Background: an optimization exercise with open tools, aiming at a short achievable clock period and few clock cycles. Do not read the settings as production practice.
At most, simulation tests tie the RTL to the original design; equivalence was not proved.
Function not checked in runs 1 to 3 and 7: the RTL went through the layout flow alone.
Power figures rest on the tool's default switching activity, not on a simulated workload.

==> flow/design.v <==
`default_nettype none
package memif_pkg;
  typedef logic [31:0] u32_t;        
  typedef logic [63:0] u64_t;        
  typedef logic [39:0] axi_addr_t;   
  localparam u32_t       REG_BLOCK = 32'hffff0180;
  localparam u32_t       REG_MASK  = 32'hffffffe0;   
  localparam logic [2:0] REG_CTRL  = 3'd0;           
  localparam logic [2:0] REG_BASE  = 3'd1;           
  localparam int         CLR_BIT   = 24;             
  localparam int         BEAT_BYTES = 8;
  localparam int         BURST_LEN  = 4;             
  localparam int         LINE_BYTES = 32;
  localparam logic [7:0] ARLEN_VAL  = 8'(BURST_LEN - 1);
  typedef enum logic [1:0] {
    bs_idle,    
    bs_addr,    
    bs_data     
  } burst_state_t;
  typedef enum logic [1:0] {
    cs_idle,    
    cs_lookup,  
    cs_fill     
  } cache_state_t;
endpackage
`default_nettype wire
`timescale 1ns/1ps
`default_nettype none
import memif_pkg::*;
module memif_regs (
  input  wire        cclk,
  input  wire        reset,
  input  wire [31:0] adr,    
  input  wire [3:0]  we,     
  input  wire        re,
  input  wire [31:0] dw,
  output logic [31:0] dr,
  output logic       rdy,
  output logic [31:0] base,   
  output logic       clr     
);
  logic       cs;     
  logic [2:0] sel;    
  assign cs  = (adr & REG_MASK) == REG_BLOCK;
  assign sel = adr[4:2];
  assign clr = cs && (sel == REG_CTRL) && we[3] && dw[CLR_BIT];
  always_ff @(posedge cclk) begin
    if (reset) begin
      base <= '0;
    end else if (cs && (sel == REG_BASE)) begin
      for (int i = 0; i < 4; i++) begin
        if (we[i]) base[8*i +: 8] <= dw[8*i +: 8];   
      end
    end
  end
  always_ff @(posedge cclk) begin
    if (reset) begin
      rdy <= 1'b0;
    end else begin
      rdy <= re | (|we);   
    end
  end
  always_ff @(posedge cclk) begin
    if (re && cs && (sel == REG_BASE)) begin
      dr <= base;
    end else begin
      dr <= '0;          
    end
  end
endmodule
`default_nettype wire
`timescale 1ns/1ps
`default_nettype none
import memif_pkg::*;
module rd_cache (
  input  wire         cclk,
  input  wire         reset,
  input  wire  [31:0] c_adr,          
  input  wire         c_re,
  output logic        c_rdy,
  output logic [31:0] c_dr,
  input  wire  [31:0] base,
  input  wire         clr,            
  output logic [39:0] araddr,         
  output logic [7:0]  arlen,
  output logic        arvalid,
  input  wire         arready,
  input  wire  [63:0] rdata,          
  input  wire         rlast,
  input  wire         rvalid,
  output logic        rready
);
  localparam int NK = 8;
  logic [NK-1:0] valid;               
  logic [23:0]   tag_mem  [NK];
  logic [3:0]    bv       [NK];       
  logic [63:0]   data_mem [NK][4];
  logic [1:0]    f_v;
  logic [1:0]    f_live;              
  logic [2:0]    f_idx [2];
  logic [1:0]    f_cnt;               
  logic          st_beat;             
  logic          want_q;              
  logic          want_hi;             
  logic [31:0]   r_adr;
  logic [32:0]   ar_hold;             
  logic [32:0]   ar_q;                
  logic          rdy_q;
  logic [31:0]   dr_q;
  assign arlen  = ARLEN_VAL;
  assign rready = 1'b1;               
  assign araddr = {7'd0, ar_q};
  assign c_rdy  = rdy_q;
  assign c_dr   = dr_q;
  wire beat_in = rvalid && f_v[0];
  wire beat_wr = beat_in && f_live[0];
  wire take    = want_q && rvalid;    
  wire pop     = beat_in && (f_cnt == 2'd3);
  wire push    = arvalid && arready;
  wire        accept = c_re;
  wire [2:0]  q_idx = c_adr[7:5];
  wire [1:0]  q_k   = c_adr[4:3];
  wire        q_w   = c_adr[2];
  logic [NK-1:0] q_sel, q_eq, q_hit, q_now, q_rdyl, q_miss;
  always_comb begin
    for (int i = 0; i < NK; i++) begin
      q_sel[i]  = (q_idx == 3'(i));
      q_eq[i]   = valid[i] && (tag_mem[i] == c_adr[31:8]);
      q_hit[i]  = q_sel[i] && q_eq[i];
      q_now[i]  = beat_wr && (f_idx[0] == 3'(i)) && (f_cnt == q_k);
      q_rdyl[i] = q_hit[i] && (bv[i][q_k] || q_now[i]);
      q_miss[i] = accept && q_sel[i] && !q_eq[i];
    end
  end
  wire        q_tagm = |q_hit;
  wire        q_rdy  = |q_rdyl;
  wire        alloc  = accept && !q_tagm;     
  wire        q_bv   = bv[q_idx][q_k];
  wire [63:0] q_line = data_mem[q_idx][q_k];
  wire [31:0] q_word = q_bv ? (q_w ? q_line[63:32] : q_line[31:0])
                            : (q_w ? rdata[63:32]  : rdata[31:0]);
  logic [32:0] ar_sum;
  always_comb begin
    logic [26:0] g, p, pp;
    logic [26:0] a, b;
    a = base[31:5];
    b = c_adr[31:5];
    pp = a ^ b;
    g  = a & b;
    p  = pp;
    for (int d = 1; d < 27; d = d * 2) begin
      logic [26:0] ng, np;
      ng = g; np = p;
      for (int i = d; i < 27; i++) begin
        ng[i] = g[i] | (p[i] & g[i-d]);
        np[i] = p[i] & p[i-d];
      end
      g = ng; p = np;
    end
    ar_sum[4:0]  = base[4:0];
    ar_sum[5]    = pp[0];
    for (int i = 1; i < 27; i++) ar_sum[5+i] = pp[i] ^ g[i-1];
    ar_sum[32]   = g[26];
  end
  wire  [2:0] r_idx  = r_adr[7:5];
  wire  [1:0] r_k    = r_adr[4:3];
  wire  [2:0] n_ridx = accept ? q_idx : r_idx;
  wire  [1:0] n_rk   = accept ? q_k   : r_k;
  logic       n_beat;
  logic [1:0] n_fv, n_live;
  logic [2:0] n_f0, n_f1;
  logic [1:0] n_cnt;
  always_comb begin
    if (accept) n_beat = !q_rdy;
    else        n_beat = st_beat && !take;
    n_fv = f_v; n_live = f_live; n_f0 = f_idx[0]; n_f1 = f_idx[1];
    if (pop) begin
      n_fv   = {1'b0, f_v[1]};
      n_live = {1'b0, f_live[1]};
      n_f0   = f_idx[1];
    end
    if (alloc) begin
      if (n_f0 == q_idx) n_live[0] = 1'b0;
      if (n_f1 == q_idx) n_live[1] = 1'b0;
    end
    if (push) begin
      if (!n_fv[0]) begin n_fv[0] = 1'b1; n_live[0] = 1'b1; n_f0 = r_idx; end
      else          begin n_fv[1] = 1'b1; n_live[1] = 1'b1; n_f1 = r_idx; end
    end
    n_cnt = beat_in ? f_cnt + 2'd1 : f_cnt;
  end
  always_ff @(posedge cclk) begin
    if (accept) r_adr   <= c_adr;
    if (accept) want_hi <= q_w;
    if (accept) ar_hold <= ar_sum;
    ar_q <= accept ? ar_sum : ar_hold;
    dr_q <= take ? (want_hi ? rdata[63:32] : rdata[31:0]) : q_word;
  end
  always_ff @(posedge cclk) begin
    rdy_q   <= !reset && ((accept && q_rdy) || take);
    arvalid <= !reset && (alloc || (arvalid && !arready));
    if (reset) begin
      st_beat  <= 1'b0;
      want_q   <= 1'b0;
      f_v      <= 2'b00;
      f_cnt    <= 2'd0;
    end else begin
      st_beat  <= n_beat;
      want_q   <= n_beat && n_fv[0] && n_live[0] && (n_f0 == n_ridx) && (n_cnt == n_rk);
      f_v      <= n_fv;
      f_live   <= n_live;
      f_idx[0] <= n_f0;
      f_idx[1] <= n_f1;
      f_cnt    <= n_cnt;
    end
  end
  always_ff @(posedge cclk) begin
    for (int i = 0; i < NK; i++) begin
      if (accept && q_sel[i]) tag_mem[i] <= c_adr[31:8];
      for (int j = 0; j < 4; j++) begin
        if (beat_wr && f_idx[0] == 3'(i) && f_cnt == 2'(j)) begin
          data_mem[i][j] <= rdata;
          bv[i][j]       <= 1'b1;
        end
      end
      if (q_miss[i]) bv[i] <= 4'b0000;
    end
  end
  always_ff @(posedge cclk) begin
    if (reset || clr) begin
      valid <= '0;
    end else begin
      for (int i = 0; i < NK; i++) if (q_miss[i]) valid[i] <= 1'b1;
    end
  end
endmodule
`default_nettype wire
`timescale 1ns/1ps
`default_nettype none
import memif_pkg::*;
module tfacc_memif #(
  parameter int NK = 8             
) (
  input  wire         cclk,
  input  wire         reset,
  input  wire [31:0]  adr,         
  input  wire [3:0]   we,
  input  wire         re,
  input  wire [31:0]  dw,
  output logic [31:0] dr,
  output logic        rdy,
  input  wire [31:0]  c_adr,       
  input  wire         c_re,
  output logic        c_rdy,
  output logic [31:0] c_dr,
  output logic [39:0] araddr,      
  output logic [7:0]  arlen,
  output logic        arvalid,
  input  wire         arready,
  input  wire [63:0]  rdata,
  input  wire         rlast,
  input  wire         rvalid,
  output logic        rready
);
  logic [31:0] base;   
  logic        clr;    
  memif_regs u_regs (
    .cclk  (cclk),
    .reset (reset),
    .adr   (adr),
    .we    (we),
    .re    (re),
    .dw    (dw),
    .dr    (dr),
    .rdy   (rdy),
    .base  (base),
    .clr   (clr)
  );
  rd_cache u_cache (
    .cclk    (cclk),
    .reset   (reset),
    .c_adr   (c_adr),
    .c_re    (c_re),
    .c_rdy   (c_rdy),
    .c_dr    (c_dr),
    .base    (base),
    .clr     (clr),
    .araddr  (araddr),
    .arlen   (arlen),
    .arvalid (arvalid),
    .arready (arready),
    .rdata   (rdata),
    .rlast   (rlast),
    .rvalid  (rvalid),
    .rready  (rready)
  );
endmodule
`default_nettype wire
==> flow/run.sh <==
#!/bin/bash
# synth_recipe.tcl (not shown) runs the flow's synth.tcl, then flattens the netlist and writes it again
# the make line also repeats each setting of config.mk as NAME=value (left out here)
make -C /OpenROAD-flow-scripts/flow DESIGN_CONFIG=/design/flow/config.mk WORK_HOME=/design/flow/orfs CLKGATE_MAP_FILE= SYNTH_SCRIPT=/design/flow/synth_recipe.tcl finish
==> flow/config.mk <==
export PLATFORM = sky130hd
export DESIGN_NAME = tfacc_memif
export DESIGN_NICKNAME = tfacc_memif
export VERILOG_FILES = /design/flow/design.v
export SDC_FILE = /design/flow/constraint.sdc
export NUM_CORES = 4
export LEC_CHECK = 0
export ABC_CLOCK_PERIOD_IN_PS = 2400
export CAP_MARGIN = 20
export CORE_MARGIN = 2
export CORE_UTILIZATION = 65
export SETUP_SLACK_MARGIN = 3.1
export SLEW_MARGIN = 20
==> flow/constraint.sdc <==
create_clock -name core_clock -period 5.5 [get_ports {cclk}]
set_input_delay 1.1000 -clock core_clock [delete_from_list [all_inputs] [get_ports {cclk}]]
set_output_delay 1.1000 -clock core_clock [all_outputs]
set_load 0.01 [all_outputs]
==> results of run 1 <==
what timing repair did:
action / CTS / global route
hold buffers: 0 / 0
endpoints found under the setup margin: 2493 / 827
cloned: 46 / 2
resized for setup: 912 / 223
buffers inserted: 276 / 42
endpoints found under the hold margin: 0 / 0
pin swaps: 127 / 94
cell type report:
cell class,instances,area [sq um]
Tap cell,1876,2350
Inverter,22,92.6
Multi-Input combinational cell,2787,20700
Fill cell,7336,26900
Clock inverter,83,702
Sequential cell,2432,71700
Antenna cell,18,45.0
Timing Repair Buffer,919,10200
Clock buffer,353,6520
flip-flops by register name, summed over array words and instances (netlist names):
signal / flops
u_regs.rdy: 1
u_cache.r_adr: 6
u_regs.base: 32
u_cache.f_cnt: 2
u_cache.rdy_q: 1
u_cache.tag_mem: 192
u_cache.valid: 8
u_cache.bv: 32
u_cache.dr_q: 32
u_cache.st_beat: 1
u_regs.dr: 32
u_cache.f_v: 2
u_cache.data_mem: 2048
u_cache.arvalid: 1
u_cache.want_q: 1
u_cache.ar_hold: 33
u_cache.f_idx: 6
u_cache.f_live: 2
critical path, delay by kind of cell:
family,cells,cell delay (ns)
AO/OA/AOI/OAI,4,1.13
buffers and inverters,3,0.64
AND/OR/NAND/NOR,4,0.93
stage by stage:
step                      setup slack (ns)  total power (uW)  util, %
after floorplan                       2.06             21600        -
after global placement               0.552             22500     71.1
after detailed placement             0.501             22500     71.1
after CTS                             2.39             37700     79.7
after global routing                  2.44             38600     80.6
final                                 2.42             37900     80.6
kinds of logic after synthesis:
group	synth area share [%]
fa+ha+maj	0.448
flops	78.7
compound gates	10.3
simple gates	5.86
buf+inv	1.59
xor+xnor	2.27
mux	0.801
other cells	0.00826
power breakdown:
part	internal, uW	leakage, uW	switching, uW
Sequential	20400	0.0218	80.2
Clock	8480	0.00352	6820
Combinational	823	0.0133	1350
Total	29700	0.0386	8250
per-layer routing:
layer	up-vias	GRT usage (%)	part of all wire, %
met3	1328	15.9	17
met5	-	0	0.036
li1	23800	-	-
met2	6406	66.3	43
met4	18	28.9	7.2
met1	30400	61.3	33
synth_stat cells (48+ instances only):
library cell,number
a21oi_1,192
a22oi_1,952
buf_2,92
clkbuf_1,170
dfxtp_1,145
edfxtp_1,2287
mux2i_1,48
nand2_1,424
nand4_1,115
nor2_1,205
nor3_1,85
nor4_1,94
xnor2_1,155
xor2_1,75
how the worst max path moves through the flow:
stage,end
final,u_cache.dr_q[29]
after global routing,u_cache.ar_hold[31]
after CTS,u_cache.ar_hold[31]
after detailed placement,u_cache.dr_q[16]
after global placement,u_cache.dr_q[16]
after floorplan,u_cache.ar_hold[31]
==> results.yml, run 1 <==
clocking:
  cts_tree: "built"
  clock_latency_ns: 0.88
  root_buffer: "clkbuf_16"
  cts.sinks: 2432
  cts_buffer_depth: 3
  cts-buffers-inserted: 229
  htreeDepth: 4
  path_clk_slew_ns: 0.06
synth:
  synthArstFlopShare_pct: 0
  yosysWarnings: 6
  netlist.area_leader.share_pct: 75.5
  ys_seq_elements: 2432
  synth_area_sq_um: 91000
  synth_top_area_cell: "edfxtp_1"
  synth.area.top_cells: "edfxtp_1, a22oi_1, dfxtp_1"
  synth_area_per_cell_sq_um: 16.6
  ys_seq_area_share_pct: 78.7
  synth.distinct_cells: 85
  synth_edf_count: 2287
  synth_ff_type: "edfxtp_1"
  syn_inst: 5493
worst_setup_path:
  cp_slowest_cell: "a211oi_2"
  crit_path_cell_trace: "buf_16, buf_12, nand3b_4, nor2_4, buf_12, a22oi_1, nand2_1, nor4_1, a211oi_2, a21oi_1, a21oi_1"
  cp_max_fo: 29
  cp-start-kind: "primary input"
  rrSetupSlack_ns: 2.51
  worstPathRequired_ns: 6.28
  max_stage_delay_ns: 0.62
  r2r-start: "u_regs.base[10]"
  worstPathArrival_ns: 3.86
  crit_type: "in2reg"
  critPathLaunch: "c_adr[5]"
  reg2reg_depth: 10
  timing.rr.end: "u_cache.ar_hold[29]"
  endpoint_kind: "flip-flop"
timing:
  slew-limit-headroom_pct: 23.8
  fin_crit_sh_pct: 56.0
  tns_ns: 0
  grt_setup_unrepaired: "true"
  slew_violations: 0
  setup_viol: 0
  hold_viol_final: 0
  whs_ns: 0.461
  fmax_mhz: 325
  finalCriticalPeriod_ns: 3.08
  finClkSkew_ns: 0.0539
  worst-slew-pin-transition_ns: 1.14
finish:
  fin_area_sq_um: 112000
  final_cell_count_no_fill: 8490
  final_nets: 6594
  drive_above_1_share_pct: 24.0
  synthToLayoutAreaGrowth_pct: 23.4
  final_common_cell: "edfxtp_1"
  layout_common_cells: "edfxtp_1, a22oi_1, nand2_1, buf_4, clkbuf_16"
outcome:
  status: "finished clean"
floorplan:
  ios: 287
  die_w_microns: 378
  core_sq_um: 139000
  std_cell_rows: 137
  start_util_pct: 65.4
  die_area_sq_um: 143000
  dieHeight_microns: 378
global_route:
  grt_overflow: 0
  grt_pass1_wl_microns: 450000
  grt_usage_pct: 46.3
  antenna_found_initial: 20
  grt_pass1_vias: 57900
  grt_max_degree: 65
routing:
  drt_wl_total_microns: 334000
  routed-via-count: 62000
  viasPerCell: 7.30
  first_pass_iters: 6
  drc: 0
  ant_nets: 0
  first_iter_violations: 12200
  wire_per_inst_microns: 39.3
placed_design:
  gp_congestion: 0.870
  port_buffers: 265
  place_area_sq_um: 99000
  hpwl_microns: 164000
  numPlacedInstances: 7669
hold_path:
  hold-path-endpoint: "u_cache.valid[6]"
  hp-start: "u_cache.valid[6]"
  hold_class: "reg2reg"
  min_path_cells: 1
pwr:
  p_per_area_nw_per_um2: 338
  peakVddDrop_uv: 355
  leakagePower_uw: 0.0386
flow_run:
  max_cap_viol_count: 0
==> inputs of run 2 (changes only) <==
--- a/flow/config.mk
+++ b/flow/config.mk
@@ -5,9 +5,9 @@
 export SDC_FILE = /design/flow/constraint.sdc
 export NUM_CORES = 4
 export LEC_CHECK = 0
-export ABC_CLOCK_PERIOD_IN_PS = 2400
+export ABC_CLOCK_PERIOD_IN_PS = 1000
 export CAP_MARGIN = 20
 export CORE_MARGIN = 2
-export CORE_UTILIZATION = 65
+export CORE_UTILIZATION = 50
 export SETUP_SLACK_MARGIN = 3.1
 export SLEW_MARGIN = 20
==> results.yml, run 2 <==
synth:
  yosysMostFrequentCell: "edfxtp_1"
  ys_seq_area_share_pct: 78.7
  synth_top_area_cell: "edfxtp_1"
  netlist.area_leader.share_pct: 75.5
  syn_inst: 5493
  synth_edf_count: 2287
  synth_area_per_cell_sq_um: 16.6
  synth.distinct_cells: 85
  yosysWarnings: 6
  synth_ff_type: "edfxtp_1"
  synthArstFlopShare_pct: 0
  synth.area.top_cells: "edfxtp_1, a22oi_1, dfxtp_1"
  synth_common_cells: "edfxtp_1, a22oi_1, nand2_1"
  ys_seq_elements: 2432
  synth_area_sq_um: 91000
floorplan:
  std_cell_rows: 156
  start_util_pct: 50.3
  core_sq_um: 181000
  die_area_sq_um: 185000
  dieHeight_microns: 431
  ios: 287
  die_w_microns: 431
placed_design:
  hpwl_microns: 164000
  port_buffers: 265
  gp_congestion: 0.825
  numPlacedInstances: 8123
routing:
  routed-via-count: 60400
  first_pass_iters: 6
  drc: 0
  ant_nets: 0
  drt_wl_total_microns: 342000
  wire_per_inst_microns: 38.2
  first_iter_violations: 10800
  viasPerCell: 6.74
finish:
  final_cell_count_no_fill: 8960
  reg_top3: "u_cache.data_mem (2048), u_cache.tag_mem (192), u_cache.ar_hold (33)"
  synthToLayoutAreaGrowth_pct: 25.7
  drive_above_1_share_pct: 26.0
  layout_common_cells: "edfxtp_1, a22oi_1, nand2_1, buf_4, clkbuf_16"
  fillers: 12700
  regMostFlops: "u_cache.data_mem"
  largest_register_ffs: 2048
  final_common_cell: "edfxtp_1"
  final_nets: 6574
timing:
  worst-slew-pin-transition_ns: 1.15
  finalCriticalPeriod_ns: 2.96
  finClkSkew_ns: 0.0491
  fmax_mhz: 338
  tns_ns: 0
  fin_crit_sh_pct: 53.8
  slew_violations: 0
  setup_viol: 0
  grt_setup_unrepaired: "true"
  hold_viol_final: 0
  whs_ns: 0.460
  slew-limit-headroom_pct: 23.0
global_route:
  grt_usage_pct: 36.1
  grt_overflow: 0
  grt_pass1_vias: 56200
  grt_pass1_wl_microns: 460000
  antenna_found_initial: 12
  grt_max_degree: 46
worst_setup_path:
  crit_top_cell: "buf_6"
  crit_family: "buffers and inverters"
  rrSetupSlack_ns: 2.59
  crit_type: "in2reg"
  crit_path_cell_trace: "buf_6, buf_12, buf_6, buf_12, nand2b_4, buf_6, buf_12, nor2_4, buf_6, a22oi_1, nand2_1, nor4_2, a211oi_1, buf_4, a21oi_4, a21oi_4, buf_4"
  max_stage_delay_ns: 0.35
  worstPathArrival_ns: 3.80
  worstPathRequired_ns: 6.34
  cp_slowest_cell: "a211oi_1"
  endpoint_kind: "flip-flop"
  cp_num_buf_inv: 9
  cp-start-kind: "primary input"
  cp_max_fo: 15
clocking:
  hold_buffers: 0
  clock_latency_ns: 0.90
  htreeDepth: 4
  cts_tree: "built"
  cts_buffer_depth: 3
  cts-buffers-inserted: 237
  root_buffer: "clkbuf_16"
  cts.sinks: 2432
  path_clk_slew_ns: 0.06
outcome:
  status: "finished clean"
hold_path:
  hold_class: "reg2reg"
flow_run:
  max_cap_viol_count: 0
pwr:
  leakagePower_uw: 0.0391
  p_total_uw: 38900
  p_per_area_nw_per_um2: 340
  peakVddDrop_uv: 288
run 2: cell counts after synthesis:
No cell type changed its count.
run 2: area by class of cell:
| class | instances | area (sq um) | share of cell area (%) |
|---|---|---|---|
| sequential | 2432 | 71700 | 62.7 |
| multi-input combinational | 2785 | 21300 | 18.6 |
| timing repair buffer | 893 | 10600 | 9.24 |
| clock buffer | 300 | 6330 | 5.54 |
| tap | 2370 | 2970 | 2.59 |
| clock inverter | 148 | 1420 | 1.24 |
| inverter | 22 | 96.3 | 0.0843 |
| antenna | 10 | 25.0 | 0.0219 |
run 2: through the flow:
stage          setup slack [ns]  util, %  area (sq um)
6_report                   2.54     63.3        114000
5_1_grt                    2.51     63.2        114000
4_1_cts                    2.47     62.1        112000
3_5_place_dp              0.474     55.0         99300
3_3_place_gp              0.470     55.0         99400
2_1_floorplan              2.06        -         92300
run 2: kinds of logic after synthesis:
kind of cell,count (synthesis),share of synthesized area [%]
multiplexers,61,0.801
AND/OR/NAND/NOR,1107,5.86
adder cells (fa/ha/maj),32,0.448
flip-flops,2432,78.7
other,2,0.00826
AO/OA/AOI/OAI,1311,10.3
buffers and inverters,315,1.59
XOR/XNOR,233,2.27
run 2: per-layer routing:
metal	track usage, %	vias to the layer above	routed length [microns]
met4	17.0	12	20000
met2	55.9	4789	155000
met3	7.96	980	44400
li1	-	23800	-
met5	0.0781	-	78
met1	49.0	30800	123000
run 2: where the power goes:
| group | internal, uW | leakage [uW] | total [uW] | switching [uW] |
|---|---|---|---|---|
| sequential | 20400 | 0.0218 | 20500 | 90.3 |
| combinational | 863 | 0.0135 | 2190 | 1330 |
| clock | 9200 | 0.00381 | 16200 | 7040 |
| total | 30400 | 0.0391 | 38900 | 8460 |
run 2: final timing paths:
path,end,cells past startpoint,start
max,u_cache.dr_q[16],17,c_adr[6]
min,u_cache.ar_hold[1],0,u_regs.base[1]
max reg2reg,u_cache.ar_hold[31],11,u_regs.base[10]
min reg2reg,u_cache.ar_hold[1],0,u_regs.base[1]
run 2: timing repair:
action,in CTS,in global routing
resized for setup,988,308
buffers inserted,250,67
gates cloned,53,9
pin swaps,132,155
endpoints found under the setup margin,2351,422
==> inputs of run 3 (changes only) <==
--- a/flow/design.v
+++ b/flow/design.v
@@ -103,7 +103,6 @@
   logic          want_q;              
   logic          want_hi;             
   logic [31:0]   r_adr;
-  logic [32:0]   ar_hold;             
   logic [32:0]   ar_q;                
   logic          rdy_q;
   logic [31:0]   dr_q;
@@ -135,33 +134,11 @@
   wire        q_tagm = |q_hit;
   wire        q_rdy  = |q_rdyl;
   wire        alloc  = accept && !q_tagm;     
-  wire        q_bv   = bv[q_idx][q_k];
-  wire [63:0] q_line = data_mem[q_idx][q_k];
-  wire [31:0] q_word = q_bv ? (q_w ? q_line[63:32] : q_line[31:0])
-                            : (q_w ? rdata[63:32]  : rdata[31:0]);
-  logic [32:0] ar_sum;
-  always_comb begin
-    logic [26:0] g, p, pp;
-    logic [26:0] a, b;
-    a = base[31:5];
-    b = c_adr[31:5];
-    pp = a ^ b;
-    g  = a & b;
-    p  = pp;
-    for (int d = 1; d < 27; d = d * 2) begin
-      logic [26:0] ng, np;
-      ng = g; np = p;
-      for (int i = d; i < 27; i++) begin
-        ng[i] = g[i] | (p[i] & g[i-d]);
-        np[i] = p[i] & p[i-d];
-      end
-      g = ng; p = np;
-    end
-    ar_sum[4:0]  = base[4:0];
-    ar_sum[5]    = pp[0];
-    for (int i = 1; i < 27; i++) ar_sum[5+i] = pp[i] ^ g[i-1];
-    ar_sum[32]   = g[26];
-  end
+  wire [63:0] q_line   = data_mem[q_idx][q_k];
+  wire [31:0] q_line_w = q_w ? q_line[63:32] : q_line[31:0];
+  wire        q_nowb = beat_wr && (f_idx[0] == q_idx) && (f_cnt == q_k);
+  wire        bypass = take || q_nowb;
+  wire        by_hi  = take ? want_hi : q_w;
   wire  [2:0] r_idx  = r_adr[7:5];
   wire  [1:0] r_k    = r_adr[4:3];
   wire  [2:0] n_ridx = accept ? q_idx : r_idx;
@@ -192,9 +169,8 @@
   always_ff @(posedge cclk) begin
     if (accept) r_adr   <= c_adr;
     if (accept) want_hi <= q_w;
-    if (accept) ar_hold <= ar_sum;
-    ar_q <= accept ? ar_sum : ar_hold;
-    dr_q <= take ? (want_hi ? rdata[63:32] : rdata[31:0]) : q_word;
+    if (accept) ar_q <= {1'b0, base} + {1'b0, c_adr[31:5], 5'd0};
+    dr_q <= bypass ? (by_hi ? rdata[63:32] : rdata[31:0]) : q_line_w;
   end
   always_ff @(posedge cclk) begin
     rdy_q   <= !reset && ((accept && q_rdy) || take);
==> flow/config.mk (replaced) <==
export PLATFORM = sky130hd
export DESIGN_NAME = tfacc_memif
export DESIGN_NICKNAME = tfacc_memif
export VERILOG_FILES = /design/flow/design.v
export SDC_FILE = /design/flow/constraint.sdc
export NUM_CORES = 4
export LEC_CHECK = 0
export CAP_MARGIN = 50
export CORE_MARGIN = 2
export CORE_UTILIZATION = 50
export CTS_CLUSTER_DIAMETER = 100
export CTS_CLUSTER_SIZE = 20
export SETUP_SLACK_MARGIN = 3.0
export SLEW_MARGIN = 75
==> results.yml, run 3 <==
outcome:
  status: "finished clean"
synth:
  yosysMostFrequentCell: "edfxtp_1"
  synthArstFlopShare_pct: 0
  synth_top_area_cell: "edfxtp_1"
  synth_top_family_by_area: "compound AO/OA/AOI/OAI gates"
  synth.area.top_cells: "edfxtp_1, a22oi_1, dfxtp_1"
  synthSimpleGateAreaFrac_pct: 5.64
  netlist.area_leader.share_pct: 75.8
  syn_inst: 5416
  synthMuxAreaShare_pct: 1.08
  yosysWarnings: 6
  synth_common_cells: "edfxtp_1, a22oi_1, nand2_1"
  synth_ff_type: "edfxtp_1"
  synth.distinct_cells: 76
  synth_area_per_cell_sq_um: 16.7
  synth-adder-area-share_pct: 0.450
  synth_xor_area_share_pct: 2.21
  synth_edf_count: 2287
  ys_seq_area_share_pct: 79.0
  ys_seq_elements: 2432
  synth_compound_area_share_pct: 10.0
  synth_area_sq_um: 90600
timing:
  tns_ns: 0
  grt_setup_unrepaired: "true"
  fmax_mhz: 360
  setup_viol: 0
  fin_crit_sh_pct: 50.4
  hold_viol_final: 0
  finClkSkew_ns: 0.0304
  slew_violations: 0
  finalCriticalPeriod_ns: 2.77
  whs_ns: 0.460
  worst_slack_ns: 2.73
hold_path:
  min_path_cells: 0
  hold_class: "reg2reg"
worst_setup_path:
  worstPathArrival_ns: 3.48
  cp_max_fo: 25
  cp-start-kind: "primary input"
  endpoint_kind: "flip-flop"
  worstPathRequired_ns: 6.21
  crit_type: "in2reg"
  reg2reg_depth: 9
finish:
  synthToLayoutAreaGrowth_pct: 24.4
  regMostFlops: "u_cache.data_mem"
  fin_area_sq_um: 113000
  reg_top3: "u_cache.data_mem (2048), u_cache.tag_mem (192), u_cache.ar_q (33)"
  final_nets: 6572
  layout_common_cells: "edfxtp_1, a22oi_1, nand2_1, buf_4, nor2_1"
  final_common_cell: "edfxtp_1"
  drive_above_1_share_pct: 26.2
  largest_register_ffs: 2048
routing:
  routed-via-count: 59400
  drc: 0
  first_pass_iters: 6
  drt_wl_total_microns: 333000
  viasPerCell: 6.71
  first_iter_violations: 9867
  wire_per_inst_microns: 37.7
  ant_nets: 0
global_route:
  grt_overflow: 0
  grt_pass1_vias: 55000
  grt_max_degree: 43
  grt_pass1_wl_microns: 446000
  antenna_found_initial: 13
  grt_usage_pct: 34.9
pwr:
  p_per_area_nw_per_um2: 296
  leakagePower_uw: 0.0383
  peakVddDrop_uv: 360
clocking:
  cts.sinks: 2432
  cts-buffers-inserted: 139
  hold_buffers: 0
  root_buffer: "clkbuf_16"
  cts_tree: "built"
  cts_buffer_depth: 3
  htreeDepth: 4
  clock_latency_ns: 0.84
  path_clk_slew_ns: 0.09
flow_run:
  max_cap_viol_count: 0
floorplan:
  die_w_microns: 430
  ios: 287
  dieHeight_microns: 430
  die_area_sq_um: 185000
  start_util_pct: 50.2
  core_sq_um: 180000
  std_cell_rows: 156
placed_design:
  hpwl_microns: 192000
  port_buffers: 265
  place_area_sq_um: 102000
  pre_cts_slack_ns: 1.32
  gp_congestion: 0.823
## run 3: kinds of logic after synthesis
family | after synthesis
AOI/OAI and AO/OA | 1260
other | 2
and+or+nand+nor | 1064
adders and majority gates | 32
muxes | 87
xor gates and xnor gates | 228
buffers and inverters | 311
DFF | 2432
## run 3: path summary, 6_finish.rpt
path | start | endpoint | slack (ns)
max | c_adr[5] | u_cache.dr_q[15] | 2.73
max reg2reg | u_regs.base[6] | u_cache.ar_q[32] | 2.85
min | u_regs.base[4] | u_cache.ar_q[4] | 0.46
min reg2reg | u_regs.base[4] | u_cache.ar_q[4] | 0.46
## run 3: report_power, final
| group | switching (uW) | internal, uW | total, uW |
|---|---|---|---|
| Clock | 5980 | 4890 | 10900 |
| Sequential | 93.3 | 20300 | 20400 |
| Combinational | 1260 | 824 | 2080 |
| Total | 7320 | 26000 | 33400 |
## run 3: per-stage QoR
| stage | std cells | util [%] | power (uW) |
|---|---|---|---|
| after global placement | 8083 | 54.9 | 22500 |
| after CTS | 8729 | 60.9 | 33200 |
| after detailed placement | 8306 | 56.7 | 22600 |
| after floorplan | 5430 | - | 21500 |
| after global routing | 8843 | 62.5 | 34100 |
| final | 8847 | 62.5 | 33400 |
## run 3: layer usage
metal | GRT usage (%) | vias to the layer above | share of wire (%)
met1 | 48.7 | 30500 | 37
met4 | 14.6 | 8 | 5.3
li1 | - | 23500 | -
met3 | 6.53 | 858 | 12
met5 | 0 | - | 0.016
met2 | 54.4 | 4516 | 46
## run 3: worst max-delay path, stage by stage
cell	delay [ns]
buf_16	0.13
buf_4	0.20
nand3b_4	0.12
buf_4	0.16
nor2_4	0.05
buf_12	0.13
buf_12	0.18
a222oi_1	0.33
nand4_1	0.29
o32a_1	0.40
a211oi_2	0.28
a21oi_1	0.07
## run 3: layout make-up
class                   count  area (sq um)
clock inverters             8           104
clock buffers             233          3890
flip-flops and latches   2432         71700
inverters                  17          66.3
repair buffers           1092         13200
diodes                      8          20.0
well taps                2370          2970
multi-input cells        2687         20800
fillers                 12900         67700
## run 3: timing repair
action,in CTS,in global routing
resized for setup,813,323
setup buffers,153,91
pin swaps,169,204
setup endpoints to repair,1499,161
gates cloned,29,14
==> inputs of run 4 (changes only) <==
--- a/flow/design.v
+++ b/flow/design.v
@@ -134,8 +134,15 @@
   wire        q_tagm = |q_hit;
   wire        q_rdy  = |q_rdyl;
   wire        alloc  = accept && !q_tagm;     
-  wire [63:0] q_line   = data_mem[q_idx][q_k];
-  wire [31:0] q_line_w = q_w ? q_line[63:32] : q_line[31:0];
+  logic [31:0] q_line_w;
+  always_comb begin
+    q_line_w = '0;
+    for (int i = 0; i < NK; i++)
+      for (int j = 0; j < 4; j++)
+        for (int h = 0; h < 2; h++)
+          if (c_adr[7:2] == 6'(8 * i + 2 * j + h))
+            q_line_w = q_line_w | data_mem[i][j][32*h +: 32];
+  end
   wire        q_nowb = beat_wr && (f_idx[0] == q_idx) && (f_cnt == q_k);
   wire        bypass = take || q_nowb;
   wire        by_hi  = take ? want_hi : q_w;
--- a/flow/config.mk
+++ b/flow/config.mk
@@ -7,8 +7,10 @@
 export LEC_CHECK = 0
 export CAP_MARGIN = 50
 export CORE_MARGIN = 2
-export CORE_UTILIZATION = 50
+export CORE_UTILIZATION = 60
 export CTS_CLUSTER_DIAMETER = 100
 export CTS_CLUSTER_SIZE = 20
+export GPL_ROUTABILITY_DRIVEN = 0
+export PLACE_DENSITY = 0.7
 export SETUP_SLACK_MARGIN = 3.0
 export SLEW_MARGIN = 75
==> results.yml, run 4 <==
synth:
  synth_top_area_cell: "edfxtp_1"
  synth_common_cells: "edfxtp_1, a22oi_1, nand2_1"
  synth.distinct_cells: 69
  synth_area_per_cell_sq_um: 16.8
  synth_ff_type: "edfxtp_1"
  yosysWarnings: 6
  yosysMostFrequentCell: "edfxtp_1"
  syn_inst: 5357
  ys_seq_area_share_pct: 79.4
  synth_area_sq_um: 90100
  netlist.area_leader.share_pct: 76.2
  synth_edf_count: 2287
  ys_seq_elements: 2432
  synthArstFlopShare_pct: 0
  synth.area.top_cells: "edfxtp_1, a22oi_1, dfxtp_1"
pwr:
  p_per_area_nw_per_um2: 297
  leakagePower_uw: 0.0375
  p_int_uw: 25800
  share_seq_of_total_power_pct: 62.1
  switchingPower_uw: 6980
  swShare_pct: 21.3
  clock_power_share_pct: 32.6
  combPwrFrac_pct: 5.2
  peakVddDrop_uv: 302
global_route:
  grt_usage_pct: 42.3
  grt_pass1_wl_microns: 442000
  grt_max_degree: 44
  grt_overflow: 0
  antenna_found_initial: 22
  grt_pass1_vias: 56100
worst_setup_path:
  crit_type: "in2reg"
  cp_num_buf_inv: 4
  endpoint_kind: "flip-flop"
  max_stage_delay_ns: 0.34
  crit_family: "simple AND/OR/NAND/NOR gates"
  worstPathRequired_ns: 6.22
  cp_max_fo: 8
  cp_slowest_cell: "nand4_1"
  worstPathArrival_ns: 3.45
  crit_top_cell: "buf_4"
  cp_num_cells: 12
  rrSetupSlack_ns: 2.91
  cp-start-kind: "primary input"
  reg2reg_depth: 10
  crit_path_cell_trace: "buf_16, buf_4, or4b_4, nor2_4, buf_4, buf_4, a22oi_1, nand2_1, nor4_4, nand4_1, nor2_2, a21oi_2"
finish:
  reg_top3: "u_cache.data_mem (2048), u_cache.tag_mem (192), u_cache.ar_q (33)"
  drive_above_1_share_pct: 25.0
  regMostFlops: "u_cache.data_mem"
  final_common_cell: "edfxtp_1"
  synthToLayoutAreaGrowth_pct: 22.7
  fin_area_sq_um: 111000
  layout_common_cells: "edfxtp_1, a22oi_1, nand2_1, buf_4, nor2_1"
  largest_register_ffs: 2048
  final_nets: 6434
clocking:
  htreeDepth: 4
  cts_buffer_depth: 3
  cts_tree: "built"
  cts.sinks: 2432
  root_buffer: "clkbuf_16"
  path_clk_slew_ns: 0.08
  cts-buffers-inserted: 139
  clock_latency_ns: 0.84
  hold_buffers: 0
floorplan:
  std_cell_rows: 142
  start_util_pct: 60.3
  die_area_sq_um: 153000
  core_sq_um: 149000
  dieHeight_microns: 392
  ios: 287
  die_w_microns: 392
timing:
  worst-slew-pin-transition_ns: 0.566
  setup_viol: 0
  hold_viol_final: 0
  fmax_mhz: 366
  finalCriticalPeriod_ns: 2.73
  grt_setup_unrepaired: "true"
  slew_violations: 0
  fin_crit_sh_pct: 49.7
  slew-limit-headroom_pct: 62.2
  tns_ns: 0
  finClkSkew_ns: 0.0457
routing:
  drt_wl_total_microns: 339000
  ant_nets: 0
  routed-via-count: 61400
  drc: 0
  first_pass_iters: 8
  wire_per_inst_microns: 40.6
  first_iter_violations: 12600
  viasPerCell: 7.35
placed_design:
  port_buffers: 265
  hpwl_microns: 192000
  place_area_sq_um: 101000
hold_path:
  min_path_cells: 0
  hold_class: "reg2reg"
flow_run:
  max_cap_viol_count: 0
outcome:
  status: "finished clean"
run 4: layout make-up:
cell class                 instances  area [sq um]
clock buffer                     220          3870
sequential                      2432         71600
fill                            8545         38800
clock inverter                     8          96.3
multi-input combinational       2642         20700
tap                             2016          2520
timing repair buffer             999         11700
inverter                          17          71.3
antenna                           18          45.0
run 4: what timing repair did:
action	in CTS	in global routing
setup endpoints to repair	1266	397
pin swaps	115	213
setup buffers	109	79
gates resized for setup	642	348
cloned	8	15
run 4: power by group through the flow:
stage | logic [uW] | clock network (uW) | registers, uW
floorplan | 574 | 0 | 20800
global placement | 1420 | 0 | 20800
detailed placement | 1490 | 0 | 20800
CTS | 1550 | 10600 | 20400
global route | 1780 | 11300 | 20400
finish | 1720 | 10700 | 20400
run 4: cell families (layout without fill, tap and decap cells):
kind of cell | Yosys count | count (layout) | share of synthesized area (%)
compound gates | 1174 | 1174 | 9.58
fa+ha+maj | 32 | 32 | 0.453
flops | 2432 | 2432 | 79.4
mux | 81 | 81 | 1.01
buf+inv | 297 | 1244 | 1.35
xor+xnor | 231 | 231 | 2.26
other cells | 2 | 34 | 0.00833
simple gates | 1108 | 1108 | 5.91
run 4: final timing paths:
kind,start,to
hold / removal,u_regs.base[3],u_cache.ar_q[3]
hold reg to reg,u_regs.base[3],u_cache.ar_q[3]
setup reg to reg,u_regs.base[6],u_cache.ar_q[31]
setup / recovery,c_adr[5],u_cache.dr_q[17]
run 4: routing by layer:
layer / GRT usage, % / vias to the layer above / part of all wire, %
met5: 0.383 / - / 0.069
met3: 12.9 / 1609 / 17
met4: 24.6 / 26 / 7.6
met2: 61.8 / 6657 / 43
li1: - / 23100 / -
met1: 56.7 / 30000 / 32
run 4: worst reg2reg max path, stage by stage, from the launching register on:
cell	delay, ns
dfxtp_1	0.45
inv_1	0.11
fa_2	0.41
nand2b_4	0.17
a21oi_4	0.17
o211ai_1	0.14
nand3_2	0.16
a41oi_2	0.16
a21oi_2	0.22
mux2i_1	0.23
nand3_1	0.09
run 4: metrics by stage:
| step | cells | hold WS [ns] | utilization [%] | power, uW | setup slack (ns) |
|---|---|---|---|---|---|
| 6_report | 8352 | 0.450 | 74.0 | 32800 | 2.77 |
| 5_1_grt | 8337 | 0.463 | 74.0 | 33500 | 2.79 |
| 4_1_cts | 8227 | 0.454 | 72.0 | 32600 | 2.90 |
| 3_5_place_dp | 7882 | 0.438 | 67.9 | 22300 | 1.33 |
| 3_3_place_gp | 7655 | 0.429 | 65.9 | 22300 | 0.586 |
| 2_1_floorplan | 5371 | 0.422 | - | 21400 | 2.46 |
Testbench counts of run 4, summed over its fixed seeds: cycles 130,724.
==> inputs of run 5 (changes only) <==
--- a/flow/config.mk
+++ b/flow/config.mk
@@ -7,10 +7,8 @@
 export LEC_CHECK = 0
 export CAP_MARGIN = 50
 export CORE_MARGIN = 2
-export CORE_UTILIZATION = 60
+export CORE_UTILIZATION = 50
 export CTS_CLUSTER_DIAMETER = 100
 export CTS_CLUSTER_SIZE = 20
-export GPL_ROUTABILITY_DRIVEN = 0
-export PLACE_DENSITY = 0.7
 export SETUP_SLACK_MARGIN = 3.0
 export SLEW_MARGIN = 75
==> results.yml, run 5 <==
hold_path:
  hp-start: "u_regs.base[4]"
  hold-path-endpoint: "u_cache.ar_q[4]"
  min_path_cells: 0
  hold_class: "reg2reg"
synth:
  synth.distinct_cells: 69
  synthArstFlopShare_pct: 0
  synth_common_cells: "edfxtp_1, a22oi_1, nand2_1"
  synth.area.top_cells: "edfxtp_1, a22oi_1, dfxtp_1"
  synth_edf_count: 2287
  ys_seq_elements: 2432
  synth_area_per_cell_sq_um: 16.8
  yosysMostFrequentCell: "edfxtp_1"
  synth_top_area_cell: "edfxtp_1"
  synth_area_sq_um: 90100
  yosysWarnings: 6
  syn_inst: 5357
  ys_seq_area_share_pct: 79.4
  synth_ff_type: "edfxtp_1"
  netlist.area_leader.share_pct: 76.2
timing:
  fin_crit_sh_pct: 48.0
  slew_violations: 0
  finalCriticalPeriod_ns: 2.64
  setup_viol: 0
  tns_ns: 0
  fmax_mhz: 379
  finClkSkew_ns: 0.0377
  hold_viol_final: 0
  grt_setup_unrepaired: "true"
  whs_ns: 0.455
worst_setup_path:
  reg2reg_depth: 7
  worstPathArrival_ns: 3.38
  max_stage_delay_ns: 0.35
  cp_slowest_cell: "nor4_2"
  r2r-start: "u_cache.f_idx[0][1]"
  crit_type: "in2reg"
  crit_top_cell: "buf_6"
  endpoint_kind: "flip-flop"
  worstPathRequired_ns: 6.24
  cp-start-kind: "primary input"
  timing.rr.end: "u_cache.data_mem[20][17]"
  rrSetupSlack_ns: 2.93
  crit_path_cell_trace: "buf_16, buf_6, buf_6, nand4bb_4, buf_12, nor2_4, buf_6, buf_12, a22oi_1, nand2_1, nor4_2, nand4_1, nor2_1, a21oi_2"
  cp_max_fo: 5
routing:
  ant_nets: 0
  viasPerCell: 6.82
  first_iter_violations: 10500
  drc: 0
  first_pass_iters: 8
  drt_wl_total_microns: 347000
  wire_per_inst_microns: 39.5
  routed-via-count: 59800
pwr:
  p_per_area_nw_per_um2: 298
  peakVddDrop_uv: 321
  leakagePower_uw: 0.0378
finish:
  layout_common_cells: "edfxtp_1, a22oi_1, buf_4, nand2_1, clkbuf_16"
  drive_above_1_share_pct: 25.2
  reg_top3: "u_cache.data_mem (2048), u_cache.tag_mem (192), u_cache.ar_q (33)"
  fin_util_pct: 62.1
  final_common_cell: "edfxtp_1"
  synthToLayoutAreaGrowth_pct: 23.3
  fin_area_sq_um: 111000
  final_cell_count_no_fill: 8773
  largest_register_ffs: 2048
  final_nets: 6498
  regMostFlops: "u_cache.data_mem"
floorplan:
  start_util_pct: 50.4
  std_cell_rows: 155
  dieHeight_microns: 429
  core_sq_um: 179000
  ios: 287
  die_area_sq_um: 184000
  die_w_microns: 429
global_route:
  grt_pass1_vias: 54700
  grt_overflow: 0
  grt_max_degree: 44
  antenna_found_initial: 20
  grt_usage_pct: 36.1
  grt_pass1_wl_microns: 457000
placed_design:
  hpwl_microns: 209000
  gp_congestion: 0.829
  numPlacedInstances: 8288
  place_area_sq_um: 103000
  port_buffers: 265
clocking:
  cts_tree: "built"
  path_clk_slew_ns: 0.08
  clock_latency_ns: 0.85
  cts.sinks: 2432
  root_buffer: "clkbuf_16"
  cts_buffer_depth: 3
  hold_buffers: 0
  htreeDepth: 4
  cts-buffers-inserted: 139
outcome:
  status: "finished clean"
flow_run:
  max_cap_viol_count: 0
[run 5: worst max path at each step]
stage	start	to	slack (ns)
floorplan	adr[10]	u_regs.base[24]	2.46
global placement	c_adr[2]	u_cache.dr_q[13]	0.65
detailed placement	c_adr[10]	u_cache.rdy_q	1.35
CTS	c_adr[24]	u_cache.want_q	2.75
global route	u_cache.f_cnt[1]	u_cache.want_q	2.80
finish	c_adr[5]	u_cache.dr_q[13]	2.86
[run 5: logic make-up after synthesis]
group,after synthesis,share of synthesized area (%)
AO/OA/AOI/OAI,1174,9.58
XOR/XNOR,231,2.26
adder cells (fa/ha/maj),32,0.453
buffers and inverters,297,1.35
flip-flops,2432,79.4
multiplexers,81,1.01
other,2,0.00833
AND/OR/NAND/NOR,1108,5.91
[run 5: repair_timing]
action / 4_1_cts / 5_1_grt
pin swaps: 97 / 193
cloned: 5 / 14
endpoints found under the setup margin: 1582 / 281
gates resized for setup: 652 / 286
setup buffers: 100 / 98
[run 5: metrics by stage]
step | total power, uW | worst slack (ns)
after global placement | 22300 | 0.652
after floorplan | 21400 | 2.46
after CTS | 33000 | 2.75
after detailed placement | 22300 | 1.35
after global routing | 33800 | 2.80
final | 33100 | 2.86
[run 5: worst max-delay path: cells and delay by family]
family | cells | cell delay, ns
simple gates | 6 | 1.22
buf+inv | 6 | 0.77
compound gates | 2 | 0.26
[run 5: final cells by class]
| cell class | count | area (sq um) |
|---|---|---|
| flip-flops and latches | 2432 | 71600 |
| fillers | 12900 | 67700 |
| multi-input cells | 2642 | 20400 |
| repair buffers | 1063 | 12000 |
| clock buffers | 238 | 3940 |
| well taps | 2355 | 2950 |
| clock inverters | 14 | 191 |
| inverters | 17 | 63.8 |
| diodes | 12 | 30.0 |
[run 5: per-layer routing]
metal,GRT usage [%],up-vias,part of all wire (%)
li1,-,23300,-
met1,50.5,30500,36
met2,54.6,5047,44
met3,8.33,979,14
met4,15.9,21,5.7
met5,0,-,0.056
[run 5: power by group]
part | internal, uW | switching (uW) | total (uW) | leakage (uW)
Sequential | 20300 | 57.5 | 20400 | 0.0218
Clock | 4960 | 6050 | 11000 | 0.00196
Combinational | 623 | 1070 | 1690 | 0.0140
Total | 25900 | 7170 | 33100 | 0.0378
==> inputs of run 6 (changes only) <==
--- a/flow/config.mk
+++ b/flow/config.mk
@@ -10,5 +10,5 @@
 export CORE_UTILIZATION = 50
 export CTS_CLUSTER_DIAMETER = 100
 export CTS_CLUSTER_SIZE = 20
-export SETUP_SLACK_MARGIN = 3.0
+export SETUP_SLACK_MARGIN = 2.75
 export SLEW_MARGIN = 75
==> results.yml, run 6 <==
clocking:
  htreeDepth: 4
  cts_tree: "built"
  cts-buffers-inserted: 140
  clock_latency_ns: 0.84
  root_buffer: "clkbuf_16"
  cts.sinks: 2432
  cts_buffer_depth: 3
  path_clk_slew_ns: 0.08
global_route:
  grt_overflow: 0
  grt_usage_pct: 35.8
  grt_pass1_wl_microns: 453000
  grt_pass1_vias: 54300
  grt_max_degree: 44
  antenna_found_initial: 16
worst_setup_path:
  worstPathRequired_ns: 6.25
  endpoint_kind: "flip-flop"
  crit_type: "in2reg"
  crit_family: "simple AND/OR/NAND/NOR gates"
  cp_num_buf_inv: 4
  cp-start-kind: "primary input"
  max_stage_delay_ns: 0.62
  cp_max_fo: 12
  crit_path_cell_trace: "buf_6, buf_6, or4b_4, nor2_4, buf_4, buf_4, a22oi_1, nand2_1, nor4_4, nand4_1, nor2_1, a21oi_1"
  cp_slowest_cell: "or4b_4"
  worstPathArrival_ns: 3.54
routing:
  viasPerCell: 6.82
  routed-via-count: 58600
  first_iter_violations: 10700
  wire_per_inst_microns: 39.1
  first_pass_iters: 7
  drt_wl_total_microns: 336000
  drc: 0
  ant_nets: 0
floorplan:
  die_w_microns: 429
  core_sq_um: 179000
  start_util_pct: 50.4
  std_cell_rows: 155
  dieHeight_microns: 429
  die_area_sq_um: 184000
  ios: 287
synth:
  synth_edf_count: 2287
  yosysWarnings: 6
  yosysMostFrequentCell: "edfxtp_1"
  synth_common_cells: "edfxtp_1, a22oi_1, nand2_1"
  ys_seq_elements: 2432
  synth.distinct_cells: 69
  syn_inst: 5357
  synth_top_area_cell: "edfxtp_1"
  synth_xor_area_share_pct: 2.26
  netlist.area_leader.share_pct: 76.2
  synth.area.top_cells: "edfxtp_1, a22oi_1, dfxtp_1"
  synth-adder-area-share_pct: 0.453
  synthSimpleGateAreaFrac_pct: 5.91
  synth_ff_type: "edfxtp_1"
  ys_seq_area_share_pct: 79.4
  synth_top_family_by_area: "compound AO/OA/AOI/OAI gates"
  synthArstFlopShare_pct: 0
  synth_area_sq_um: 90100
  synth_area_per_cell_sq_um: 16.8
  synth_compound_area_share_pct: 9.58
  synthMuxAreaShare_pct: 1.01
finish:
  final_cell_count_no_fill: 8597
  fillers: 13300
  synthToLayoutAreaGrowth_pct: 19.6
  fin_util_pct: 60.3
  regArea_sq_um: 71600
  regMostFlops: "u_cache.data_mem"
  layout_common_cells: "edfxtp_1, a22oi_1, nand2_1, buf_4, nor2_1"
  final_nets: 6337
  drive_above_1_share_pct: 18.5
  final_common_cell: "edfxtp_1"
  largest_register_ffs: 2048
  reg_top3: "u_cache.data_mem (2048), u_cache.tag_mem (192), u_cache.ar_q (33)"
  multi_input_area_sq_um: 19100
placed_design:
  port_buffers: 265
  pre_cts_slack_ns: 1.22
  numPlacedInstances: 8270
  gp_congestion: 0.835
  hpwl_microns: 207000
pwr:
  share_seq_of_total_power_pct: 61.9
  peakVddDrop_uv: 346
  leakagePower_uw: 0.0363
  clock_power_share_pct: 33.3
  swShare_pct: 21.4
  switchingPower_uw: 7050
  p_int_uw: 25900
  combPwrFrac_pct: 4.7
  p_per_area_nw_per_um2: 306
outcome:
  status: "finished clean"
timing:
  hold_viol_final: 0
  setup_viol: 0
  fmax_mhz: 358
  fin_crit_sh_pct: 50.7
  slew_violations: 0
  finClkSkew_ns: 0.0360
  tns_ns: 0
  worst_slack_ns: 2.71
  finalCriticalPeriod_ns: 2.79
  grt_setup_unrepaired: "true"
flow_run:
  max_cap_viol_count: 0
hold_path:
  hold_class: "reg2reg"
==> run 6: cell types whose count changed in the layout (fill, tap and decap cells not counted), sizes merged, moves of 4 or more <==
| cell | delta |
|---|---|
| clkinv | -4 |
| dlygate4sd2 | +98 |
| clkdlybuf4s50 | +10 |
| dlymetal6s2s | -9 |
| buf | -256 |
| clkbuf | -14 |
==> run 6: power groups by stage <==
| stage | Combinational (uW) | Sequential [uW] | Clock, uW |
|---|---|---|---|
| after detailed placement | 1490 | 20800 | 0 |
| after CTS | 1480 | 20400 | 11000 |
| after global routing | 1630 | 20400 | 11600 |
| after floorplan | 543 | 20800 | 0 |
| after global placement | 1430 | 20800 | 0 |
| final | 1560 | 20400 | 11000 |
==> run 6: final cells by class <==
class / count / area share, %
clock inverter: 9 / 0.101
inverter: 17 / 0.0592
sequential: 2432 / 66.4
clock buffer: 231 / 3.69
multi-input combinational: 2642 / 17.8
timing repair buffer: 901 / 9.19
tap: 2355 / 2.73
antenna: 10 / 0.0232
==> run 6: per-layer routing <==
metal | up-vias | share of wire [%] | track usage (%)
met5 | - | 0.021 | 0
li1 | 22900 | - | -
met3 | 829 | 14 | 8.88
met1 | 30100 | 37 | 50.4
met4 | 12 | 5.0 | 14.9
met2 | 4716 | 44 | 53.7
==> run 6: cell families (layout without fill, tap and decap cells) <==
| logic type | Yosys count | in the layout |
|---|---|---|
| other cells | 2 | 26 |
| mux | 81 | 81 |
| fa+ha+maj | 32 | 32 |
| xor+xnor | 231 | 231 |
| simple gates | 1108 | 1108 |
| buf+inv | 297 | 1158 |
| flops | 2432 | 2432 |
| compound gates | 1174 | 1174 |
==> run 6: stage by stage <==
stage | hold WS (ns) | power (uW) | area [sq um]
2_1_floorplan | 0.422 | 21400 | 91200
3_3_place_gp | 0.431 | 22300 | 98700
3_5_place_dp | 0.440 | 22300 | 102000
4_1_cts | 0.427 | 32900 | 107000
5_1_grt | 0.446 | 33700 | 108000
6_report | 0.431 | 32900 | 108000
==> run 6: path summary, 6_finish.rpt <==
path                                          start  slack [ns]                 endpoint  cells after the start
worst min register to register       u_regs.base[1]        0.43          u_cache.ar_q[1]                      0
worst min-delay path                 u_regs.base[1]        0.43          u_cache.ar_q[1]                      0
worst max register to register  u_cache.f_idx[0][2]        2.76  u_cache.data_mem[11][4]                      8
worst max-delay path                       c_adr[3]        2.71         u_cache.dr_q[12]                     12
==> run 6: repair_timing <==
| item | 4_1_cts | 5_1_grt |
|---|---|---|
| pin swaps | 14 | 30 |
| gates resized for setup | 193 | 82 |
| gates cloned | 2 | 1 |
| hold buffers | 0 | 0 |
| endpoints found under the setup margin | 638 | 99 |
| buffers inserted | 22 | 39 |
==> inputs of run 7 (changes only) <==
--- a/flow/design.v
+++ b/flow/design.v
@@ -151,7 +151,7 @@
   wire  [2:0] n_ridx = accept ? q_idx : r_idx;
   wire  [1:0] n_rk   = accept ? q_k   : r_k;
   logic       n_beat;
-  logic [1:0] n_fv, n_live;
+  logic [1:0] n_fv, n_live, n_kill;
   logic [2:0] n_f0, n_f1;
   logic [1:0] n_cnt;
   always_comb begin
@@ -163,16 +163,16 @@
       n_live = {1'b0, f_live[1]};
       n_f0   = f_idx[1];
     end
-    if (alloc) begin
-      if (n_f0 == q_idx) n_live[0] = 1'b0;
-      if (n_f1 == q_idx) n_live[1] = 1'b0;
-    end
     if (push) begin
       if (!n_fv[0]) begin n_fv[0] = 1'b1; n_live[0] = 1'b1; n_f0 = r_idx; end
       else          begin n_fv[1] = 1'b1; n_live[1] = 1'b1; n_f1 = r_idx; end
     end
     n_cnt = beat_in ? f_cnt + 2'd1 : f_cnt;
-  end
+    n_kill[0] = alloc && (n_f0 == q_idx);
+    n_kill[1] = alloc && (n_f1 == q_idx);
+  end
+  wire        at_beat = n_fv[0] && n_live[0] && (n_f0 == n_ridx) && (n_cnt == n_rk);
+  wire        n_want  = accept ? (q_tagm && at_beat) : (st_beat && !take && at_beat);
   always_ff @(posedge cclk) begin
     if (accept) r_adr   <= c_adr;
     if (accept) want_hi <= q_w;
@@ -189,9 +189,9 @@
       f_cnt    <= 2'd0;
     end else begin
       st_beat  <= n_beat;
-      want_q   <= n_beat && n_fv[0] && n_live[0] && (n_f0 == n_ridx) && (n_cnt == n_rk);
+      want_q   <= n_want;
       f_v      <= n_fv;
-      f_live   <= n_live;
+      f_live   <= n_live & ~n_kill;
       f_idx[0] <= n_f0;
       f_idx[1] <= n_f1;
       f_cnt    <= n_cnt;
--- a/flow/config.mk
+++ b/flow/config.mk
@@ -10,5 +10,5 @@
 export CORE_UTILIZATION = 50
 export CTS_CLUSTER_DIAMETER = 100
 export CTS_CLUSTER_SIZE = 20
-export SETUP_SLACK_MARGIN = 2.75
+export SETUP_SLACK_MARGIN = 3.0
 export SLEW_MARGIN = 75
==> results.yml, run 7 <==
outcome:
  status: "finished clean"
worst_setup_path:
  cp_max_fo: 7
  endpoint_kind: "flip-flop"
  cp-start-kind: "primary input"
  worstPathRequired_ns: 6.24
  worstPathArrival_ns: 3.49
  crit_type: "in2reg"
placed_design:
  port_buffers: 265
  hpwl_microns: 210000
  pre_cts_slack_ns: 1.03
  gp_congestion: 0.850
timing:
  hold_viol_final: 0
  finalCriticalPeriod_ns: 2.75
  grt_setup_unrepaired: "true"
  finClkSkew_ns: 0.0323
  setup_viol: 0
  fin_crit_sh_pct: 50.1
  slew_violations: 0
  worst_slack_ns: 2.75
  fmax_mhz: 363
  tns_ns: 0
pwr:
  combPwrFrac_pct: 5.4
  p_int_uw: 26000
  clock_power_share_pct: 33.2
  share_seq_of_total_power_pct: 61.5
  swShare_pct: 21.9
  peakVddDrop_uv: 351
  switchingPower_uw: 7290
  p_per_area_nw_per_um2: 297
  leakagePower_uw: 0.0372
floorplan:
  die_w_microns: 428
  die_area_sq_um: 183000
  ios: 287
  start_util_pct: 50.3
  dieHeight_microns: 428
  core_sq_um: 179000
  std_cell_rows: 155
synth:
  synthMuxAreaShare_pct: 0.725
  ys_seq_area_share_pct: 79.6
  synth_common_cells: "edfxtp_1, a22oi_1, nand2_1"
  synth.area.top_cells: "edfxtp_1, a22oi_1, dfxtp_1"
  synthArstFlopShare_pct: 0
  synth_edf_count: 2287
  yosysWarnings: 6
  synth_top_area_cell: "edfxtp_1"
  ys_seq_elements: 2432
  synth_area_sq_um: 89900
  synth_ff_type: "edfxtp_1"
  synth-adder-area-share_pct: 0.454
  syn_inst: 5166
  synth_area_per_cell_sq_um: 17.4
  netlist.area_leader.share_pct: 76.4
  synth_xor_area_share_pct: 2.24
  synth_top_family_by_area: "compound AO/OA/AOI/OAI gates"
  synth.distinct_cells: 71
  synthSimpleGateAreaFrac_pct: 5.40
  yosysMostFrequentCell: "edfxtp_1"
  synth_compound_area_share_pct: 9.82
clocking:
  path_clk_slew_ns: 0.08
  cts.sinks: 2432
  clock_latency_ns: 0.85
  cts-buffers-inserted: 140
  htreeDepth: 4
  root_buffer: "clkbuf_16"
  cts_tree: "built"
  cts_buffer_depth: 3
  hold_buffers: 0
routing:
  drt_wl_total_microns: 358000
  first_pass_iters: 9
  drc: 0
  ant_nets: 0
  routed-via-count: 59700
  viasPerCell: 6.92
  wire_per_inst_microns: 41.5
  first_iter_violations: 12000
global_route:
  grt_pass1_vias: 55200
  grt_overflow: 0
  antenna_found_initial: 13
  grt_pass1_wl_microns: 475000
  grt_usage_pct: 37.9
  grt_max_degree: 40
finish:
  drive_above_1_share_pct: 27.2
  largest_register_ffs: 2048
  fillers: 12500
  synthToLayoutAreaGrowth_pct: 24.6
  regMostFlops: "u_cache.data_mem"
  layout_common_cells: "edfxtp_1, a22oi_1, buf_4, nand4_1, nand2_1"
  final_common_cell: "edfxtp_1"
  fin_util_pct: 62.7
  reg_top3: "u_cache.data_mem (2048), u_cache.tag_mem (192), u_cache.ar_q (33)"
  final_nets: 6367
hold_path:
  hold_class: "reg2reg"
flow_run:
  max_cap_viol_count: 0
==> run 7: cell count changes after synthesis, moves of 43 or more <==
cell	change
a21oi_1	-44
buf_2	+132
clkbuf_1	-174
nand2_1	-172
nand4_1	+61
xor2_1	+43
==> run 7: timing repair <==
action                     CTS  global route
gates resized for setup    831           234
buffers inserted           170            73
cloned                      15             7
setup endpoints to repair  406           244
pin swaps                  171           160
==> run 7: power by group through the flow <==
stage | clock network [uW] | registers (uW) | logic, uW
floorplan | 0 | 20800 | 551
global placement | 0 | 20900 | 1440
detailed placement | 0 | 20900 | 1500
CTS | 11000 | 20500 | 1640
global route | 11600 | 20500 | 1850
finish | 11000 | 20500 | 1780
==> run 7: layer usage <==
layer / routed length, microns / vias to the layer above / track usage [%]
li1: - / 23000 / -
met1: 126000 / 30400 / 51.2
met2: 157000 / 5261 / 56.2
met3: 50900 / 1063 / 10.2
met4: 23700 / 12 / 20.7
met5: 73 / - / 0.703
==> run 7: cell type report <==
cell class | instances | area [sq um] | area share (%)
inverter | 19 | 73.8 | 0.0659
timing repair buffer | 1124 | 13300 | 11.8
multi-input combinational | 2447 | 20000 | 17.9
sequential | 2432 | 71600 | 63.9
antenna | 8 | 20.0 | 0.0179
tap | 2355 | 2950 | 2.63
clock inverter | 16 | 205 | 0.183
clock buffer | 234 | 3900 | 3.48
==> run 7: per-stage QoR <==
step,total power (uW),instances,cell area [sq um],hold slack [ns]
after global routing,34000,8628,112000,0.437
after floorplan,21400,5180,91700,0.422
after global placement,22300,7856,98800,0.428
final,33300,8635,112000,0.453
after CTS,33100,8533,110000,0.454
after detailed placement,22400,8098,102000,0.437
==> run 7: path summary, 6_finish.rpt <==
kind | depth (start not counted) | end | start | slack [ns]
min | 0 | u_cache.ar_q[3] | u_regs.base[3] | 0.45
max reg2reg | 11 | u_cache.ar_q[29] | u_regs.base[5] | 2.87
min reg2reg | 0 | u_cache.ar_q[3] | u_regs.base[3] | 0.45
max | 15 | u_cache.dr_q[16] | c_adr[6] | 2.75
==> run 7: kinds of logic (layout without fill, tap and decap cells) <==
kind of cell    count (synthesis)  after routing
flops                        2432           2432
other cells                     2             24
simple gates                  935            936
fa+ha+maj                      32             32
xor+xnor                      230            230
compound gates               1180           1180
buf+inv                       302           1393
mux                            53             53
==> run 7: worst max-delay path, cell delays in order <==
cell and delay, ns:
buf_6 0.10, buf_12 0.14, buf_12 0.14, nand2b_4 0.14, buf_12 0.15, buf_12 0.13
nor2_4 0.07, buf_6 0.16, buf_6 0.13, a22oi_2 0.14, nand4_1 0.14, or3_1 0.43
nor4_4 0.26, a32oi_1 0.09, buf_2 0.16

separate check: timing with driven ports:
How much do the figures lean on ideal ports? The routed layouts below were timed once more, with nothing changed but the port constraints.
Step 1 (the two cells are an assumption about what drives the block):
set clk [get_ports {cclk}]
set_driving_cell -lib_cell sky130_fd_sc_hd__clkbuf_16 $clk
set_driving_cell -lib_cell sky130_fd_sc_hd__buf_2 [delete_from_list [all_inputs] $clk]
Step 2 times the ports against the registers' clock, not the clock port: input delays grow and output delays shrink by t, the midpoint of the rising clock arrivals with the driver on.
Three values: no drivers, after step 1, after step 2; two values: the first two.
run | t (ns) | setup slack, ns | worst setup path at the end | worst register clock-pin slew, ns
run 1 | 0.938 | 2.420 / 2.443 / 1.505 | input to register | 0.07 / 0.07
run 2 | 0.970 | 2.538 / 2.484 / 1.513 | input to register | 0.07 / 0.07
run 3 | 0.919 | 2.726 / 2.647 / 1.728 | input to register | 0.10 / 0.10
run 4 | 0.899 | 2.767 / 2.674 / 1.775 | input to register | 0.10 / 0.10
run 5 | 0.915 | 2.859 / 2.849 / 1.933 | input to register | 0.10 / 0.10
run 6 | 0.902 | 2.709 / 2.682 / 1.780 | input to register | 0.09 / 0.09
run 7 | 0.915 | 2.745 / 2.693 / 1.779 | input to register | 0.10 / 0.10
After both steps setup and hold are still met in every run listed. For run 2, which loses most, drivers alone change the setup slack by -0.054 ns; drivers and shift together by -1.025 ns.
